This is an optimization exercise on Yosys and OpenROAD, whose aim is small area, not a production implementation. Function was checked by simulation only, so behaviour that the tests miss may differ from the original. Power is estimated from default activity; no workload was simulated.

==> inputs of build 81 <==
==> flow/design.v (excerpt) <==
module tl_ul_slave_top #(
	parameter int DEPTH = 64  
) (
	input  logic                   clk,
	input  logic                   rst,
	input  logic                   a_valid,
	output logic                   a_ready,
	input  logic [tl_opcode_w-1:0] a_opcode,
	input  logic [tl_param_w-1:0]  a_param,    
	input  logic [tl_addr_w-1:0]   a_address,
	input  logic [tl_size_w-1:0]   a_size,
	input  logic [tl_strb_w-1:0]   a_mask,
	input  logic [tl_data_w-1:0]   a_data,
	input  logic [tl_source_w-1:0] a_source,
	output logic                   d_valid,
	input  logic                   d_ready,
	output logic [tl_opcode_w-1:0] d_opcode,
	output logic [tl_param_w-1:0]  d_param,
	output logic [tl_size_w-1:0]   d_size,
	output logic [tl_sink_w-1:0]   d_sink,
	output logic [tl_source_w-1:0] d_source,
	output logic [tl_data_w-1:0]   d_data,
	output logic                   d_error
);
	logic                     clr;
	logic                     hit;
	logic [$clog2(DEPTH)-1:0] idx;
	logic [tl_strb_w-1:0]     strb;
	logic [tl_data_w-1:0]     wdata;
	logic [tl_data_w-1:0]     head;
	tl_slave_fsm #(.DEPTH(DEPTH)) u_fsm (
		.clk     (clk),
		.rst     (rst),
		.a_valid (a_valid),
		.d_ready (d_ready),
		.a_ready (a_ready),
		.d_valid (d_valid),
		.idx     (idx),
		.clr     (clr),
		.hit     (hit)
	);
	tl_request_decode #(.DEPTH(DEPTH)) u_decode (
		.clk       (clk),
		.rst       (rst),
		.load      (a_ready),
		.hit       (hit),
		.clr       (clr),
		.a_opcode  (a_opcode),
		.a_address (a_address),
		.a_size    (a_size),
		.a_mask    (a_mask),
		.a_data    (a_data),
		.a_source  (a_source),
		.idx       (idx),
		.head      (head),
		.strb      (strb),
		.wdata     (wdata),
		.d_opcode  (d_opcode),
		.d_param   (d_param),
		.d_size    (d_size),
  ...
==> module tl_slave_fsm, before the edit <==
module tl_slave_fsm #(
	parameter int DEPTH = 64
) (
	input  logic clk,
	input  logic rst,
	input  logic a_valid,
	input  logic d_ready,
	output logic a_ready,
	output logic d_valid,
	input  logic [$clog2(DEPTH)-1:0] idx,   
	output logic                     clr,   
	output logic                     hit    
);
	localparam int idx_w = $clog2(DEPTH);
	logic [idx_w-1:0] ptr;  
	logic             pend;
	always_ff @(posedge clk or posedge rst) begin
		if (rst) begin
			ptr  <= '0;
			clr  <= 1'b1;
			pend <= 1'b0;
			d_valid <= 1'b0;
		end else begin
			ptr <= ptr + 1'b1;
			if (ptr == idx_w'(DEPTH-1))
				clr <= 1'b0;
			if (a_valid & a_ready)
				pend <= 1'b1;
			else if (hit)
				pend <= 1'b0;
			if (hit)
				d_valid <= 1'b1;
			else if (d_ready)
				d_valid <= 1'b0;
		end
	end
	assign hit     = pend & (ptr == idx);
	assign a_ready = ~(clr | pend | d_valid);
endmodule
==> module tl_request_decode, before the edit <==
module tl_request_decode #(
	parameter int DEPTH = 64
) (
	input  logic                       clk,
	input  logic                       rst,
	input  logic                       load,   
	input  logic                       hit,
	input  logic                       clr,
	input  logic [tl_opcode_w-1:0]     a_opcode,
	input  logic [tl_addr_w-1:0]       a_address,
	input  logic [tl_size_w-1:0]       a_size,
	input  logic [tl_strb_w-1:0]       a_mask,
	input  logic [tl_data_w-1:0]       a_data,
	input  logic [tl_source_w-1:0]     a_source,
	output logic [$clog2(DEPTH)-1:0]   idx,
	input  logic [tl_data_w-1:0]       head,
	output logic [tl_strb_w-1:0]       strb,
	output logic [tl_data_w-1:0]       wdata,
	output logic [tl_opcode_w-1:0]     d_opcode,
	output logic [tl_param_w-1:0]      d_param,
	output logic [tl_size_w-1:0]       d_size,
	output logic [tl_sink_w-1:0]       d_sink,
	output logic [tl_source_w-1:0]     d_source,
	output logic [tl_data_w-1:0]       d_data,
	output logic                       d_error
);
	localparam int idx_w  = $clog2(DEPTH);
	localparam int idx_lo = tl_beat_size;
	logic is_full, is_partial, is_get, good;
	logic get_q;
	logic [tl_strb_w-1:0] mask_q;   
	logic [tl_data_w-1:0] buf_q;
	assign is_full    = (a_opcode == put_full_data);
	assign is_partial = (a_opcode == put_partial_data);
	assign is_get     = (a_opcode == get);
	assign good       = (a_size == tl_size_w'(tl_beat_size))
	                  & (a_address[tl_addr_w-1:idx_lo+idx_w] == '0);
	always_ff @(posedge clk) begin
		if (load) begin
			idx      <= a_address[idx_lo +: idx_w];
			mask_q   <= (good & is_full) ? '1 : (good & is_partial) ? a_mask : '0;
			get_q    <= good & is_get;
			d_error  <= ~(good & (is_full | is_partial | is_get));
			d_size   <= a_size;
			d_source <= a_source;
		end
	end
	always_ff @(posedge clk or posedge rst) begin
		if (rst)
			buf_q <= '0;
		else if (load)
			buf_q <= a_data;
		else if (hit & get_q)
			buf_q <= head;
	end
	assign strb  = {tl_strb_w{clr}} | ({tl_strb_w{hit}} & mask_q);
	assign wdata = buf_q;
	assign d_opcode = get_q ? access_ack_data : access_ack;
	assign d_data   = buf_q;
	assign d_param  = '0;
	assign d_sink   = '0;
endmodule
==> module tl_byte_mem, before the edit <==
module tl_byte_mem #(
	parameter int DEPTH = 64
) (
	input  logic                 clk,
	input  logic [tl_strb_w-1:0] strb,   
	input  logic [tl_data_w-1:0] wdata,
	output logic [tl_data_w-1:0] head    
);
	logic [DEPTH-1:0][tl_data_w-1:0] ring;
	logic [tl_data_w-1:0]            tail;
	always_comb begin
		for (int b = 0; b < tl_strb_w; b++)
			tail[8*b +: 8] = strb[b] ? wdata[8*b +: 8] : ring[0][8*b +: 8];
	end
	always_ff @(posedge clk) begin
		ring <= {tail, ring[DEPTH-1:1]};
	end
	assign head = ring[0];
endmodule
==> module tl_ul_slave_top, before the edit <==
module tl_ul_slave_top #(
	parameter int DEPTH = 64  
) (
	input  logic                   clk,
	input  logic                   rst,
	input  logic                   a_valid,
	output logic                   a_ready,
	input  logic [tl_opcode_w-1:0] a_opcode,
	input  logic [tl_param_w-1:0]  a_param,    
	input  logic [tl_addr_w-1:0]   a_address,
	input  logic [tl_size_w-1:0]   a_size,
	input  logic [tl_strb_w-1:0]   a_mask,
	input  logic [tl_data_w-1:0]   a_data,
	input  logic [tl_source_w-1:0] a_source,
	output logic                   d_valid,
	input  logic                   d_ready,
	output logic [tl_opcode_w-1:0] d_opcode,
	output logic [tl_param_w-1:0]  d_param,
	output logic [tl_size_w-1:0]   d_size,
	output logic [tl_sink_w-1:0]   d_sink,
	output logic [tl_source_w-1:0] d_source,
	output logic [tl_data_w-1:0]   d_data,
	output logic                   d_error
);
	logic                     clr;
	logic                     hit;
	logic [$clog2(DEPTH)-1:0] idx;
	logic [tl_strb_w-1:0]     strb;
	logic [tl_data_w-1:0]     wdata;
	logic [tl_data_w-1:0]     head;
	tl_slave_fsm #(.DEPTH(DEPTH)) u_fsm (
		.clk     (clk),
		.rst     (rst),
		.a_valid (a_valid),
		.d_ready (d_ready),
		.a_ready (a_ready),
		.d_valid (d_valid),
		.idx     (idx),
		.clr     (clr),
		.hit     (hit)
	);
	tl_request_decode #(.DEPTH(DEPTH)) u_decode (
		.clk       (clk),
		.rst       (rst),
		.load      (a_ready),
		.hit       (hit),
		.clr       (clr),
		.a_opcode  (a_opcode),
		.a_address (a_address),
		.a_size    (a_size),
		.a_mask    (a_mask),
		.a_data    (a_data),
		.a_source  (a_source),
		.idx       (idx),
		.head      (head),
		.strb      (strb),
		.wdata     (wdata),
		.d_opcode  (d_opcode),
		.d_param   (d_param),
		.d_size    (d_size),
		.d_sink    (d_sink),
		.d_source  (d_source),
		.d_data    (d_data),
		.d_error   (d_error)
	);
	tl_byte_mem #(.DEPTH(DEPTH)) u_mem (
		.clk   (clk),
		.strb  (strb),
		.wdata (wdata),
		.head  (head)
	);
endmodule
Settings: LEC_CHECK=0, ABC_AREA=1, CAP_MARGIN=20, CORE_MARGIN=2, CORE_UTILIZATION=65, CTS_BUF_LIST=sky130_fd_sc_hd__clkbuf_16, CTS_CLUSTER_DIAMETER=45, CTS_CLUSTER_SIZE=40, SLEW_MARGIN=20; clock period 5.5 ns.
run.sh (not shown) runs the stock make flow with config.mk's settings and CLKGATE_MAP_FILE= SYNTH_SCRIPT=/design/flow/synth_recipe.tcl, a recipe that flattens the netlist after the stock synthesis.
==> build 6: changes against build 81 <==
--- a/flow/design.v
+++ b/flow/design.v
@@ -41,25 +41,25 @@
 	output logic d_valid,
 	input  logic [$clog2(DEPTH)-1:0] idx,   
+	input  logic                     bad,   
 	output logic                     clr,   
-	output logic                     hit    
+	output logic                     acc    
 );
 	localparam int idx_w = $clog2(DEPTH);
 	logic [idx_w-1:0] ptr;  
-	logic             pend;
+	logic [idx_w-1:0] ptr_nxt;
+	assign ptr_nxt = ptr + 1'b1;
+	assign acc     = a_valid & a_ready;
 	always_ff @(posedge clk or posedge rst) begin
 		if (rst) begin
-			ptr  <= '0;
-			clr  <= 1'b1;
-			pend <= 1'b0;
+			ptr     <= '0;
+			clr     <= 1'b1;
+			a_ready <= 1'b0;
 			d_valid <= 1'b0;
 		end else begin
-			ptr <= ptr + 1'b1;
+			ptr <= ptr_nxt;
 			if (ptr == idx_w'(DEPTH-1))
 				clr <= 1'b0;
-			if (a_valid & a_ready)
-				pend <= 1'b1;
-			else if (hit)
-				pend <= 1'b0;
-			if (hit)
+			a_ready <= a_valid & ~acc & ~(d_valid & ~d_ready) & (bad | (idx == ptr_nxt));
+			if (acc)
 				d_valid <= 1'b1;
 			else if (d_ready)
@@ -67,6 +67,4 @@
 		end
 	end
-	assign hit     = pend & (ptr == idx);
-	assign a_ready = ~(clr | pend | d_valid);
 endmodule
 `timescale 1ns/10ps
@@ -76,7 +74,5 @@
 ) (
 	input  logic                       clk,
-	input  logic                       rst,
-	input  logic                       load,   
-	input  logic                       hit,
+	input  logic                       acc,
 	input  logic                       clr,
 	input  logic [tl_opcode_w-1:0]     a_opcode,
@@ -84,10 +80,10 @@
 	input  logic [tl_size_w-1:0]       a_size,
 	input  logic [tl_strb_w-1:0]       a_mask,
-	input  logic [tl_data_w-1:0]       a_data,
 	input  logic [tl_source_w-1:0]     a_source,
 	output logic [$clog2(DEPTH)-1:0]   idx,
+	output logic                       bad,
 	input  logic [tl_data_w-1:0]       head,
-	output logic [tl_strb_w-1:0]       strb,
-	output logic [tl_data_w-1:0]       wdata,
+	output logic [tl_strb_w-1:0]       wr,
+	output logic [tl_strb_w-1:0]       keep,
 	output logic [tl_opcode_w-1:0]     d_opcode,
 	output logic [tl_param_w-1:0]      d_param,
@@ -102,6 +98,5 @@
 	logic is_full, is_partial, is_get, good;
 	logic get_q;
-	logic [tl_strb_w-1:0] mask_q;   
-	logic [tl_data_w-1:0] buf_q;
+	logic [tl_data_w-1:0] rdata_q;
 	assign is_full    = (a_opcode == put_full_data);
 	assign is_partial = (a_opcode == put_partial_data);
@@ -109,26 +104,24 @@
 	assign good       = (a_size == tl_size_w'(tl_beat_size))
 	                  & (a_address[tl_addr_w-1:idx_lo+idx_w] == '0);
+	assign idx = a_address[idx_lo +: idx_w];
+	assign bad = ~(good & (is_full | is_partial | is_get));
+	assign wr   = {tl_strb_w{acc & good}} & ({tl_strb_w{is_full}} | ({tl_strb_w{is_partial}} & a_mask));
+	assign keep = ~wr & {tl_strb_w{~clr}};
 	always_ff @(posedge clk) begin
-		if (load) begin
-			idx      <= a_address[idx_lo +: idx_w];
-			mask_q   <= (good & is_full) ? '1 : (good & is_partial) ? a_mask : '0;
+		if (acc) begin
 			get_q    <= good & is_get;
-			d_error  <= ~(good & (is_full | is_partial | is_get));
+			d_error  <= bad;
 			d_size   <= a_size;
 			d_source <= a_source;
 		end
 	end
-	always_ff @(posedge clk or posedge rst) begin
-		if (rst)
-			buf_q <= '0;
-		else if (load)
-			buf_q <= a_data;
-		else if (hit & get_q)
-			buf_q <= head;
-	end
-	assign strb  = {tl_strb_w{clr}} | ({tl_strb_w{hit}} & mask_q);
-	assign wdata = buf_q;
+	logic sel_h, sel_q;
+	assign sel_h = acc & good & is_get & ~clr;
+	assign sel_q = ~(acc & good & is_get);
+	always_ff @(posedge clk) begin
+		rdata_q <= ({tl_data_w{sel_h}} & head) | ({tl_data_w{sel_q}} & rdata_q);
+	end
 	assign d_opcode = get_q ? access_ack_data : access_ack;
-	assign d_data   = buf_q;
+	assign d_data   = rdata_q;
 	assign d_param  = '0;
 	assign d_sink   = '0;
@@ -140,5 +133,6 @@
 ) (
 	input  logic                 clk,
-	input  logic [tl_strb_w-1:0] strb,   
+	input  logic [tl_strb_w-1:0] wr,     
+	input  logic [tl_strb_w-1:0] keep,   
 	input  logic [tl_data_w-1:0] wdata,
 	output logic [tl_data_w-1:0] head    
@@ -148,5 +142,5 @@
 	always_comb begin
 		for (int b = 0; b < tl_strb_w; b++)
-			tail[8*b +: 8] = strb[b] ? wdata[8*b +: 8] : ring[0][8*b +: 8];
+			tail[8*b +: 8] = ({8{wr[b]}} & wdata[8*b +: 8]) | ({8{keep[b]}} & ring[0][8*b +: 8]);
 	end
 	always_ff @(posedge clk) begin
@@ -182,8 +176,9 @@
 );
 	logic                     clr;
-	logic                     hit;
+	logic                     acc;
+	logic                     bad;
 	logic [$clog2(DEPTH)-1:0] idx;
-	logic [tl_strb_w-1:0]     strb;
-	logic [tl_data_w-1:0]     wdata;
+	logic [tl_strb_w-1:0]     wr;
+	logic [tl_strb_w-1:0]     keep;
 	logic [tl_data_w-1:0]     head;
 	tl_slave_fsm #(.DEPTH(DEPTH)) u_fsm (
@@ -195,12 +190,11 @@
 		.d_valid (d_valid),
 		.idx     (idx),
+		.bad     (bad),
 		.clr     (clr),
-		.hit     (hit)
+		.acc     (acc)
 	);
 	tl_request_decode #(.DEPTH(DEPTH)) u_decode (
 		.clk       (clk),
-		.rst       (rst),
-		.load      (a_ready),
-		.hit       (hit),
+		.acc       (acc),
 		.clr       (clr),
 		.a_opcode  (a_opcode),
@@ -208,10 +202,10 @@
 		.a_size    (a_size),
 		.a_mask    (a_mask),
-		.a_data    (a_data),
 		.a_source  (a_source),
 		.idx       (idx),
+		.bad       (bad),
 		.head      (head),
-		.strb      (strb),
-		.wdata     (wdata),
+		.wr        (wr),
+		.keep      (keep),
 		.d_opcode  (d_opcode),
 		.d_param   (d_param),
@@ -224,6 +218,7 @@
 	tl_byte_mem #(.DEPTH(DEPTH)) u_mem (
 		.clk   (clk),
-		.strb  (strb),
-		.wdata (wdata),
+		.wr    (wr),
+		.keep  (keep),
+		.wdata (a_data),
 		.head  (head)
 	);
==> flow/flow/run.sh (new file) <==
#!/bin/bash
# Own flow: the standard layout (standard.sh) with
#  - synthesis as standard (synth_recipe.tcl), but with an area-oriented ABC
#    script for the combinational logic (flow/area_synth.tcl, flow/area.abc),
#  - the smallest buffer on every port instead of ORFS's default choice,
#  - clock tree synthesis without dummy loads, with larger sink clusters.
# Each tool's output goes to the ORFS logs under orfs/logs; make's output to
# standard_flow.log here.
set -euo pipefail
work=$(pwd)
export FLOW_SYNTH_TCL=$work/synth_recipe.tcl
export AREA_ABC_SCRIPT=$work/flow/area.abc
export BUFFER_PORTS_ARGS="-buffer_cell sky130_fd_sc_hd__buf_1"
export CTS_ARGS="-sink_clustering_enable -repair_clock_nets -dont_use_dummy_load -buf_list sky130_fd_sc_hd__buf_6 -root_buf sky130_fd_sc_hd__clkbuf_16 -sink_clustering_size 19 -sink_clustering_max_diameter 100"
sed "s#SYNTH_SCRIPT=[^ ]*#SYNTH_SCRIPT=$work/flow/area_synth.tcl#" standard.sh > area_standard.sh
grep -q "SYNTH_SCRIPT=$work/flow/area_synth.tcl" area_standard.sh
bash area_standard.sh > standard_flow.log 2>&1
==> flow/flow/area.abc (new file) <==
strash; &get -n; &st; &dch; &nf -R 1000; &put; topo; stime -c
==> flow/flow/area_synth.tcl (new file) <==
# The standard synthesis (synth_recipe.tcl, sourced unchanged), except that
# every abc call maps the combinational logic with flow/area.abc, an
# area-oriented script, in place of the script ORFS gives it. Registers are
# mapped before abc runs, so they are those of the standard synthesis.
proc abc {args} {
  set i [lsearch -exact $args -script]
  if { $i >= 0 } { set args [lreplace $args $i [expr {$i + 1}]] }
  yosys abc -script $::env(AREA_ABC_SCRIPT) {*}$args
}
source $::env(FLOW_SYNTH_TCL)
==> flow/standard.sh (new file) <==
#!/bin/bash
# synth_recipe.tcl (not shown) runs the flow's synth.tcl, then flattens the netlist and writes it again
# the make line also repeats each setting of config.mk as NAME=value (left out here)
make -C /OpenROAD-flow-scripts/flow DESIGN_CONFIG=/design/flow/config.mk WORK_HOME=/design/flow/orfs CLKGATE_MAP_FILE= SYNTH_SCRIPT=/design/flow/synth_recipe.tcl "${@:-finish}"
Settings changed: ABC_AREA 1 to unset, CTS_BUF_LIST sky130_fd_sc_hd__clkbuf_16 to unset, CTS_CLUSTER_DIAMETER 45 to unset, CTS_CLUSTER_SIZE 40 to unset.
removed: flow/run.sh
==> summary of the runs <==
Against build 6, the core utilization of build 81 is higher by 4.7 points. In build 81 the clock skew is lower than in build 6, by 0.035 ns. Against build 81, the area after synthesis of build 6 is smaller by about 2.7%. In build 81 the sequential cell count is higher than in build 6, by 14. Worst setup slack: build 81 is worse than build 6 (0.60 ns). Between build 81 and build 6, the lower critical path depth is in build 81 (gap 6). Total power: build 6 is smaller than build 81 (about 18%).
==> figures <==
item                                                                      build 81      build 6
Power in sequential cells                                                31,000 uW    30,300 uW
Final net count                                                              5,408        4,966
Status                                                    timing/DRC/antenna clean  timing/DRC/antenna clean
Worst Hold Slack                                                         0.3134 ns    0.2367 ns
Fraction of power consumed by the clock network                              0.360        0.271
Area of the mapped netlist                                             0.08787 mm2  0.08552 mm2
Area share of the largest cell type after synthesis                         0.9332       0.9738
Number of CTS-inserted buffers                                                 189          238
Routed length on met1                                                    57,630 um    52,830 um
Wire length per cell after detailed routing                               14.48 um     14.13 um
Peak VDD IR                                                               430.4 uV     349.6 uV
FMAX                                                                     250.9 MHz    295.2 MHz
Layout overhead on the synthesized area                                     13.21%       6.648%
Flip-flop and latch share of the layout cell area                           0.8509       0.9199
Proportion of synthesized flip-flops having asynchronous set or reset      0.01740     0.002152

[afterwards: timing with drivers on the ports]
No port has a modelled driver above. Below, the same layouts with a new extraction and two added sets of constraints.
Step 1 sets driving cells, clkbuf_16 on the clock port and buf_2 on the other inputs (assumed; they add their load-dependent delay and slew).
Step 2 times the ports against the registers' clock, not the clock port: input delays grow and output delays shrink by t, the midpoint of the rising clock arrivals with the driver on.
a / b / c = ideal / step 1 / step 2; a / b = the first two.
run	t (ns)	setup slack, ns	hold slack, ns	cell pins on the clock port's net
build 81	0.884	1.514 / 1.441 / 1.891	0.313 / 0.313 / 0.313	1
build 6	0.799	2.113 / 2.162 / 1.363	0.237 / 0.186 / 0.237	1
After both steps every run listed still meets setup and hold. For build 6, which loses most, drivers alone change the setup slack by +0.049 ns; drivers and shift together by -0.750 ns.
